This design comes from an exercise in tuning for small area and a short achievable clock period on the open sky130 flow, not from production work. Only simulation tests tie the RTL to the original design; equivalence was not proved. Power is estimated from default activity; no workload was simulated.

File: flow/run.sh
#!/bin/bash
# synth_recipe.tcl (not shown) runs the flow's synth.tcl, then flattens the netlist and writes it again
# the make line also repeats each setting of config.mk as NAME=value (left out here)
make -C /OpenROAD-flow-scripts/flow DESIGN_CONFIG=/design/flow/config.mk WORK_HOME=/design/flow/orfs CLKGATE_MAP_FILE= SYNTH_SCRIPT=/design/flow/synth_recipe.tcl finish
File: flow/config.mk
export PLATFORM = sky130hd
export DESIGN_NAME = hybrid_cache
export DESIGN_NICKNAME = hybrid_cache
export VERILOG_FILES = /design/flow/design.v
export SDC_FILE = /design/flow/constraint.sdc
export NUM_CORES = 4
export LEC_CHECK = 0
export CAP_MARGIN = 20
export CORE_MARGIN = 2
export CORE_UTILIZATION = 40
export SLEW_MARGIN = 20
File: flow/constraint.sdc
create_clock -name core_clock -period 14.0 [get_ports {clk}]
set_input_delay 2.8000 -clock core_clock [delete_from_list [all_inputs] [get_ports {clk}]]
set_output_delay 2.8000 -clock core_clock [all_outputs]
set_load 0.01 [all_outputs]
File: flow/design.v
`default_nettype none
`default_nettype wire
`default_nettype none
package cache_pkg;
	localparam int BYTE_OFF_BITS = $clog2(32 / 8);
	localparam int WORD_IDX_BITS = $clog2(4);
	localparam int TAG_BITS = 32 - WORD_IDX_BITS - BYTE_OFF_BITS;
	typedef struct packed {
		logic [TAG_BITS-1:0] tag;
		logic [WORD_IDX_BITS-1:0] word_idx;
		logic [BYTE_OFF_BITS-1:0] byte_off;
	} addr_fields_t;
	typedef union packed {
		logic [32-1:0] raw;
		addr_fields_t fields;
	} addr_t;
	typedef logic [32-1:0] data_t;
	typedef logic [TAG_BITS-1:0] tag_t;
	typedef logic [WORD_IDX_BITS-1:0] word_idx_t;
	typedef logic [8-1:0] hitcnt_t;
	typedef logic [8-1:0] line_mask_t;
endpackage
`default_nettype wire
`default_nettype none
module cache_line (
	input wire clk,
	input wire reset_n,
	input wire cache_pkg::addr_t d_rd_addr,
	input wire cache_pkg::addr_t d_wr_addr,
	input wire cache_pkg::addr_t i_rd_addr,
	input wire cache_pkg::data_t d_wr_data,
	input wire d_wr_en,
	input wire d_rd_en,
	input wire i_rd_en,
	input wire fill,
	input wire cache_pkg::tag_t fill_tag,
	input wire cache_pkg::data_t mem_out,
	input wire mem_out_valid,
	output logic d_rd_hit,
	output logic d_wr_hit,
	output logic i_rd_hit,
	output cache_pkg::data_t d_rd_data,
	output cache_pkg::data_t i_rd_data,
	output cache_pkg::hitcnt_t hitcnt,
	output logic busy,
	output logic [32-1:0] mem_addr,
	output cache_pkg::data_t mem_data,
	output logic mem_wrreq,
	output logic mem_rdreq
);
	localparam logic [1:0] SEQ_IDLE = 2'd0;
	localparam logic [1:0] SEQ_WRITE_BACK = 2'd1;
	localparam logic [1:0] SEQ_READ_REQ = 2'd2;
	localparam logic [1:0] SEQ_READ_WAIT = 2'd3;
	localparam cache_pkg::word_idx_t LAST_WORD = cache_pkg::word_idx_t'(4 - 1);
	logic [1:0] seq_state;
	cache_pkg::word_idx_t seq_word;
	logic valid;
	logic dirty;
	cache_pkg::tag_t tag_r;
	cache_pkg::data_t words [4];
	logic d_rd_acc;
	logic d_wr_acc;
	logic i_rd_acc;
	logic [1:0] hit_inc;
	logic [8:0] hit_sum;
	logic tag_load;
	assign d_rd_hit = valid && (d_rd_addr.fields.tag == tag_r);
	assign d_wr_hit = valid && (d_wr_addr.fields.tag == tag_r);
	assign i_rd_hit = valid && (i_rd_addr.fields.tag == tag_r);
	assign d_rd_data = words[d_rd_addr.fields.word_idx];
	assign i_rd_data = words[i_rd_addr.fields.word_idx];
	assign d_rd_acc = d_rd_en && d_rd_hit;
	assign d_wr_acc = d_wr_en && d_wr_hit;
	assign i_rd_acc = i_rd_en && i_rd_hit;
	assign hit_inc = {1'b0, d_rd_acc} + {1'b0, d_wr_acc} + {1'b0, i_rd_acc};
	assign hit_sum = {1'b0, hitcnt} + {{(8 - 1){1'b0}}, hit_inc};
	assign tag_load = ((seq_state == SEQ_IDLE) && fill && !dirty) ||
		((seq_state == SEQ_WRITE_BACK) && (seq_word == LAST_WORD));
	assign mem_addr = {tag_r, seq_word, {cache_pkg::BYTE_OFF_BITS{1'b0}}};
	assign mem_data = words[seq_word];
	assign mem_wrreq = (seq_state == SEQ_WRITE_BACK);
	assign mem_rdreq = (seq_state == SEQ_READ_REQ);
	always_ff @(posedge clk or negedge reset_n) begin
		if (!reset_n) begin
			seq_state <= SEQ_IDLE;
			seq_word <= '0;
			busy <= 1'b0;
			valid <= 1'b0;
			dirty <= 1'b0;
			hitcnt <= '0;
		end else begin
			if (hit_sum[8])
				hitcnt <= '1;
			else
				hitcnt <= hit_sum[8-1:0];
			if (d_wr_acc)
				dirty <= 1'b1;
			case (seq_state)
				SEQ_IDLE: begin
					if (fill) begin
						busy <= 1'b1;
						valid <= 1'b0;
						hitcnt <= '0;
						seq_word <= '0;
						seq_state <= dirty ? SEQ_WRITE_BACK : SEQ_READ_REQ;
					end
				end
				SEQ_WRITE_BACK: begin
					seq_word <= seq_word + 1'b1;
					if (seq_word == LAST_WORD)
						seq_state <= SEQ_READ_REQ;
				end
				SEQ_READ_REQ: begin
					seq_state <= SEQ_READ_WAIT;
				end
				SEQ_READ_WAIT: begin
					if (mem_out_valid) begin
						seq_word <= seq_word + 1'b1;
						if (seq_word == LAST_WORD) begin
							seq_state <= SEQ_IDLE;
							busy <= 1'b0;
							valid <= 1'b1;
							dirty <= 1'b0;
						end else begin
							seq_state <= SEQ_READ_REQ;
						end
					end
				end
				default: begin
					seq_state <= SEQ_IDLE;
				end
			endcase
		end
	end
	always_ff @(posedge clk) begin
		if (d_wr_acc)
			words[d_wr_addr.fields.word_idx] <= d_wr_data;
		if ((seq_state == SEQ_READ_WAIT) && mem_out_valid)
			words[seq_word] <= mem_out;
		if (tag_load)
			tag_r <= fill_tag;
	end
endmodule
`default_nettype wire
`default_nettype none
module victim_select (
	input wire cache_pkg::hitcnt_t [8-1:0] hitcnts,
	output cache_pkg::line_mask_t victim
);
	cache_pkg::hitcnt_t best_cnt;
	always_comb begin
		best_cnt = hitcnts[0];
		victim = cache_pkg::line_mask_t'(1);
		for (int i = 1; i < 8; i++) begin
			if (hitcnts[i] < best_cnt) begin
				best_cnt = hitcnts[i];
				victim = cache_pkg::line_mask_t'(1) << i;
			end
		end
	end
endmodule
`default_nettype wire
`default_nettype none
module miss_control (
	input wire clk,
	input wire reset_n,
	input wire d_rd_req,
	input wire d_wr_req,
	input wire i_rd_req,
	input wire cache_pkg::addr_t d_rd_addr,
	input wire cache_pkg::addr_t d_wr_addr,
	input wire cache_pkg::addr_t i_rd_addr,
	input wire d_rd_any_hit,
	input wire d_wr_any_hit,
	input wire i_rd_any_hit,
	input wire cache_pkg::line_mask_t victim,
	input wire cache_pkg::line_mask_t line_busy,
	output cache_pkg::line_mask_t fill,
	output cache_pkg::tag_t fill_tag,
	output logic refilling
);
	localparam logic [1:0] ST_NORMAL = 2'd0;
	localparam logic [1:0] ST_REQUEST_SENT = 2'd1;
	localparam logic [1:0] ST_WAIT_FOR_FINISH = 2'd2;
	logic [1:0] state;
	cache_pkg::line_mask_t victim_r;
	logic d_rd_miss;
	logic d_wr_miss;
	logic i_rd_miss;
	logic any_miss;
	logic victim_busy;
	assign d_rd_miss = d_rd_req && !d_rd_any_hit;
	assign d_wr_miss = d_wr_req && !d_wr_any_hit;
	assign i_rd_miss = i_rd_req && !i_rd_any_hit;
	assign any_miss = d_rd_miss || d_wr_miss || i_rd_miss;
	assign victim_busy = |(victim_r & line_busy);
	assign refilling = (state != ST_NORMAL);
	always_ff @(posedge clk or negedge reset_n) begin
		if (!reset_n) begin
			state <= ST_NORMAL;
			fill <= '0;
			victim_r <= '0;
		end else begin
			fill <= '0;
			case (state)
				ST_NORMAL: begin
					if (any_miss) begin
						fill <= victim;
						victim_r <= victim;
						state <= ST_REQUEST_SENT;
					end
				end
				ST_REQUEST_SENT: begin
					if (victim_busy)
						state <= ST_WAIT_FOR_FINISH;
				end
				ST_WAIT_FOR_FINISH: begin
					if (!victim_busy)
						state <= ST_NORMAL;
				end
				default: begin
					state <= ST_NORMAL;
				end
			endcase
		end
	end
	always_ff @(posedge clk) begin
		if (state == ST_NORMAL) begin
			if (d_rd_miss)
				fill_tag <= d_rd_addr.fields.tag;
			else if (d_wr_miss)
				fill_tag <= d_wr_addr.fields.tag;
			else if (i_rd_miss)
				fill_tag <= i_rd_addr.fields.tag;
		end
	end
endmodule
`default_nettype wire
`default_nettype none
module hybrid_cache (
	input wire clk,
	input wire reset_n,
	input wire [32-1:0] dcache_rdaddr,
	input wire dcache_rdreq,
	output logic [32-1:0] dcache_out,
	output logic dcache_out_valid,
	output logic dcache_rd_ready,
	input wire [32-1:0] dcache_wraddr,
	input wire dcache_wrreq,
	input wire [32-1:0] dcache_in,
	output logic dcache_wr_ready,
	input wire [32-1:0] icache_rdaddr,
	input wire icache_rdreq,
	output logic [32-1:0] icache_out,
	output logic icache_out_valid,
	output logic icache_rd_ready,
	output logic [32-1:0] mem_addr,
	output logic [32-1:0] mem_in,
	input wire [32-1:0] mem_out,
	input wire mem_out_valid,
	output logic mem_wrreq,
	output logic mem_rdreq
);
	wire cache_pkg::line_mask_t d_rd_hit;
	wire cache_pkg::line_mask_t d_wr_hit;
	wire cache_pkg::line_mask_t i_rd_hit;
	wire cache_pkg::line_mask_t line_busy;
	wire cache_pkg::line_mask_t line_wrreq;
	wire cache_pkg::line_mask_t line_rdreq;
	wire cache_pkg::data_t [8-1:0] d_rd_data;
	wire cache_pkg::data_t [8-1:0] i_rd_data;
	wire cache_pkg::hitcnt_t [8-1:0] hitcnts;
	wire [8-1:0][32-1:0] line_mem_addr;
	wire cache_pkg::data_t [8-1:0] line_mem_data;
	wire cache_pkg::line_mask_t victim;
	wire cache_pkg::line_mask_t fill;
	wire cache_pkg::tag_t fill_tag;
	wire refilling;
	logic d_rd_any_hit;
	logic d_wr_any_hit;
	logic i_rd_any_hit;
	logic d_rd_en;
	logic d_wr_en;
	logic i_rd_en;
	cache_pkg::data_t d_rd_mux;
	cache_pkg::data_t i_rd_mux;
	logic [32-1:0] mem_addr_mux;
	cache_pkg::data_t mem_data_mux;
	assign d_rd_any_hit = |d_rd_hit;
	assign d_wr_any_hit = |d_wr_hit;
	assign i_rd_any_hit = |i_rd_hit;
	assign dcache_rd_ready = !refilling && d_rd_any_hit;
	assign dcache_wr_ready = !refilling && d_wr_any_hit;
	assign icache_rd_ready = !refilling && i_rd_any_hit;
	assign d_rd_en = dcache_rdreq && dcache_rd_ready;
	assign d_wr_en = dcache_wrreq && dcache_wr_ready;
	assign i_rd_en = icache_rdreq && icache_rd_ready;
	for (genvar i = 0; i < 8; i++) begin : g_line
		cache_line u_line (
			.clk(clk),
			.reset_n(reset_n),
			.d_rd_addr(dcache_rdaddr),
			.d_wr_addr(dcache_wraddr),
			.i_rd_addr(icache_rdaddr),
			.d_wr_data(dcache_in),
			.d_wr_en(d_wr_en),
			.d_rd_en(d_rd_en),
			.i_rd_en(i_rd_en),
			.fill(fill[i]),
			.fill_tag(fill_tag),
			.mem_out(mem_out),
			.mem_out_valid(mem_out_valid),
			.d_rd_hit(d_rd_hit[i]),
			.d_wr_hit(d_wr_hit[i]),
			.i_rd_hit(i_rd_hit[i]),
			.d_rd_data(d_rd_data[i]),
			.i_rd_data(i_rd_data[i]),
			.hitcnt(hitcnts[i]),
			.busy(line_busy[i]),
			.mem_addr(line_mem_addr[i]),
			.mem_data(line_mem_data[i]),
			.mem_wrreq(line_wrreq[i]),
			.mem_rdreq(line_rdreq[i])
		);
	end
	victim_select u_victim_select (
		.hitcnts(hitcnts),
		.victim(victim)
	);
	miss_control u_miss_control (
		.clk(clk),
		.reset_n(reset_n),
		.d_rd_req(dcache_rdreq),
		.d_wr_req(dcache_wrreq),
		.i_rd_req(icache_rdreq),
		.d_rd_addr(dcache_rdaddr),
		.d_wr_addr(dcache_wraddr),
		.i_rd_addr(icache_rdaddr),
		.d_rd_any_hit(d_rd_any_hit),
		.d_wr_any_hit(d_wr_any_hit),
		.i_rd_any_hit(i_rd_any_hit),
		.victim(victim),
		.line_busy(line_busy),
		.fill(fill),
		.fill_tag(fill_tag),
		.refilling(refilling)
	);
	always_comb begin
		d_rd_mux = '0;
		i_rd_mux = '0;
		mem_addr_mux = '0;
		mem_data_mux = '0;
		for (int i = 0; i < 8; i++) begin
			if (d_rd_hit[i])
				d_rd_mux |= d_rd_data[i];
			if (i_rd_hit[i])
				i_rd_mux |= i_rd_data[i];
			if (line_wrreq[i] || line_rdreq[i]) begin
				mem_addr_mux |= line_mem_addr[i];
				mem_data_mux |= line_mem_data[i];
			end
		end
	end
	always_ff @(posedge clk or negedge reset_n) begin
		if (!reset_n) begin
			dcache_out_valid <= 1'b0;
			icache_out_valid <= 1'b0;
			mem_wrreq <= 1'b0;
			mem_rdreq <= 1'b0;
		end else begin
			dcache_out_valid <= d_rd_en;
			icache_out_valid <= i_rd_en;
			mem_wrreq <= |line_wrreq;
			mem_rdreq <= |line_rdreq;
		end
	end
	always_ff @(posedge clk) begin
		if (d_rd_en)
			dcache_out <= d_rd_mux;
		if (i_rd_en)
			icache_out <= i_rd_mux;
		if ((|line_wrreq) || (|line_rdreq)) begin
			mem_addr <= mem_addr_mux;
			mem_in <= mem_data_mux;
		end
	end
endmodule
`default_nettype wire
==> notes.md <==
-- power breakdown --
group          internal, mW  total [mW]  leakage (nW)  switching (mW)
combinational          1.97        5.96          19.6            3.99
clock                  2.79        4.90          2.93            2.10
sequential             5.50        5.94          14.6           0.446
total                  10.3        16.8          37.1            6.54
-- path summary, 6_finish.rpt --
check / end
setup / recovery: u_miss_control.victim_r[7]
hold / removal: u_miss_control.victim_r[3]
setup reg to reg: u_miss_control.victim_r[7]
hold reg to reg: u_miss_control.victim_r[3]
max in group asynchronous: g_line[7].u_line.hitcnt[5]
min in group asynchronous: dcache_out_valid
-- synthesized netlist by cell type (142+ instances only) --
library cell / n / area (sq um)
clkbuf_1: 633 / 2376
mux4_2: 661 / 14890
nand3_1: 171 / 855.8
a21oi_1: 157 / 785.8
edfxtp_1: 1402 / 42100
xor2_1: 393 / 3442
inv_1: 152 / 570.6
a22oi_1: 200 / 1501
mux2_2: 1029 / 11590
xnor2_1: 304 / 2663
dfrtp_1: 142 / 3553
nand2_1: 158 / 593.1
mux2i_1: 260 / 2603
nand4_1: 145 / 907.1
-- state kept, by name, indices dropped and copies added (netlist names), 2 cells and up --
signal,cells
g_line.u_line.words,1024
g_line.u_line.tag_r,224
g_line.u_line.hitcnt,64
dcache_out,32
icache_out,32
mem_in,32
mem_addr,30
u_miss_control.fill_tag,28
g_line.u_line.seq_state,16
g_line.u_line.seq_word,16
g_line.u_line.busy,8
g_line.u_line.dirty,8
g_line.u_line.valid,8
u_miss_control.fill,8
u_miss_control.victim_r,8
u_miss_control.state,2
-- cell usage in the layout (no fill, tap or decap), drive strengths merged, types with 18 or more instances in the layout --
cell	Yosys	layout
bufinv	0	23
nor2	124	124
o2bb2ai	25	25
mux4	661	661
a22oi	200	200
xor2	393	393
clkbuf	633	211
mux2i	260	260
mux2	1031	1031
nor3	77	77
inv	152	156
a221oi	49	49
dfrtp	142	142
a21o	28	28
o21a	20	20
ha	132	132
o21ai	99	99
edfxtp	1402	1402
a21oi	157	157
and3	18	18
clkinv	1	90
buf	69	277
xnor2	304	304
clkdlybuf4s50	0	268
nand2	158	158
nand3	172	172
diode	0	20
nand4	145	145
and2	18	18
a222oi	74	74
a22o	25	25
a211oi	22	22
nor4	119	119
o22ai	120	120
-- critical path, delay by kind of cell (launching register included) --
kind	cells	cell delay (ps)
buffers and inverters	9	1390
multiplexers	3	750
flip-flops	1	380
AO/OA/AOI/OAI	30	5530
AND/OR/NAND/NOR	21	3110
adder cells (fa/ha/maj)	7	1950
-- layout make-up --
class	instances	area, sq um	area share [%]
Multi-Input combinational cell	4606	49510	44.69
Inverter	153	576.8	0.5207
Sequential cell	1544	45690	41.24
Clock buffer	211	4609	4.161
Tap cell	3185	3985	3.597
Timing Repair Buffer	546	4974	4.489
Antenna cell	20	50.05	0.04518
Clock inverter	120	1390	1.255
-- layer usage --
layer	part of all wire (%)	GRT usage, %
met1	35	45.60
met2	43	53.41
met3	13	11.03
met4	8.0	24.32
met5	0.026	0
-- through the flow --
stage / worst slack, ps / hold slack (ps) / TNS (ps) / total power, mW
6_report: 729.8 / 491.9 / 0 / 16.80
4_1_cts: 39.84 / 492.6 / 0 / 16.50
3_5_place_dp: -230.4 / 477.9 / -2927 / 11.66
5_1_grt: -157.5 / 502.2 / -1733 / 16.99
3_3_place_gp: -89.58 / 469.5 / -842.5 / 11.58
2_1_floorplan: 466.6 / 449.4 / 0 / 8.886
-- what timing repair did --
action                                  CTS  global route
setup buffers                             0            11
gates resized for setup                   5            39
pin swaps                                 0             8
endpoints found under the setup margin   16            16
cloned                                    1             1
-- logic make-up (layout without fill, tap and decap cells) --
family | after synthesis | count (layout) | share of synthesized area (%)
AO/OA/AOI/OAI | 907 | 908 | 6.620
buffers and inverters | 855 | 1030 | 3.328
adder cells (fa/ha/maj) | 148 | 148 | 2.029
flip-flops | 1544 | 1544 | 46.97
XOR/XNOR | 697 | 697 | 6.281
multiplexers | 1952 | 1952 | 29.95
AND/OR/NAND/NOR | 899 | 899 | 4.817
other | 1 | 22 | 0.003858
==> notes.md <==
Core Region 241,000 sq um; Worst Min Path Start u_miss_control.victim_r[3]; final hold vios 0; initial antenna violation count 41; largest net degree at the start of global routing between 100 and 150; fin crit share between 90% and 100%; # rows 180; Fin Clk Skew around 80 ps; Top cell by count, worst path ha_1; power per cell area approximately 150 nW/um^2; outcome no timing/DRC/antenna violations; Fillers 21,360; Sink Count roughly 1,500; # port buffers slightly below 300; Util after Layout about 46%; commonest register cell after synthesis edfxtp_1; R2R setup slack roughly 730 ps; WHS Path Cells 2; FF-to-FF path depth 70; Critical Path AT 14,010 ps; Worst slew margin 10.82%; Leakage between 30 and 40 nW; global placer's final weighted congestion slightly below 1; placed insts between 10,000 and 15,000; Finished Cell Area between 100,000 and 150,000 sq um; slowest CP cell dfrtp_1; sequential fraction of the synthesis area between 40% and 50%; maximum root-to-sink buffer count 3; H-Tree Depth 4; Top Ports about 300; Yosys Warn Count 4; DRT Wirelength around 460 mm; peak supply drop 0.0001731 V; Hold/Removal Path Class reg2reg; final setup violating endpoints 0; Syn-to-layout area delta 13.98%; R2R Path Start g_line[0].u_line.hitcnt[7]; crit start category flip-flop; post-route antenna net violation count 0; chip width 496.9 um; starting density of the core approximately 40%; CTS tree built; CTS Buf Count 178; CTS hold repair buffers 0; crit path launch g_line[0].u_line.hitcnt[7]; Clock Latency Late Sink 890 ps; share of cells above drive strength 1 roughly a third; worst-margin pin slew ~1300 ps; Clock transition at path regs 60 ps; Die Ht ~500 um; gr ovfl total 0; global-route wire length before repair between 600 and 700 mm; Synth Instances 7,003; Vias per Instance 7.053; vias in the first global route around 71,000; Synth Area per Inst ~14 sq um; worst-path fanout max 16; CTS root buf clkbuf_16; critical path required time roughly 15,000 ps; synthesized area 97,190 sq um; Synth Register Bits approximately 1,500; Via Count 73,240; fmax about 75 MHz; Tmin final roughly 13,000 ps; Post-synth EDFFs ~1,400; DPL Wire Length roughly 270 mm; asr flop ratio synth just over 9%; Post-DP Area 104,400 sq um; full die area 246,900 sq um; Post-route DRC 0; WS Path Type reg2reg; final max-slew violation count 0; nets around 7,300; non-filler cells, final between 10,000 and 15,000; initial DRC count 12,090; Largest stage delay, worst path 380 ps; Setup crit end kind flip-flop; max cap viols 0; gr usage total a little over a third; post-synthesis cell type count 79; Routed WL per cell 44.04 um; TritonRoute pass-1 iters 9

[re-timing with driven ports]
Ports are ideal in the flow. The routed layout listed here was re-timed in OpenROAD.
Step 1: set_driving_cell puts a clkbuf_16 on clk and a buf_2 on each other input, an assumption about the parent block.
Step 2 times the ports against the registers' clock, not the clock port: input delays grow and output delays shrink by t, the midpoint of the rising clock arrivals with the driver on.
a / b / c = no drivers / after step 1 / after step 2; a / b = the first two.
shift t [ns]: 0.945
setup WS [ns]: 0.730 / 0.730 / 0.730
latest minus earliest clock arrival (ns): 0.079 / 0.078
worst slew at a driven data input, ns: 0.18
pins driven straight from the clock port: 1
After both steps this run still meets setup and hold. The setup slack of this run moves by 0.000 ns with the drivers and by 0.000 ns with both steps.
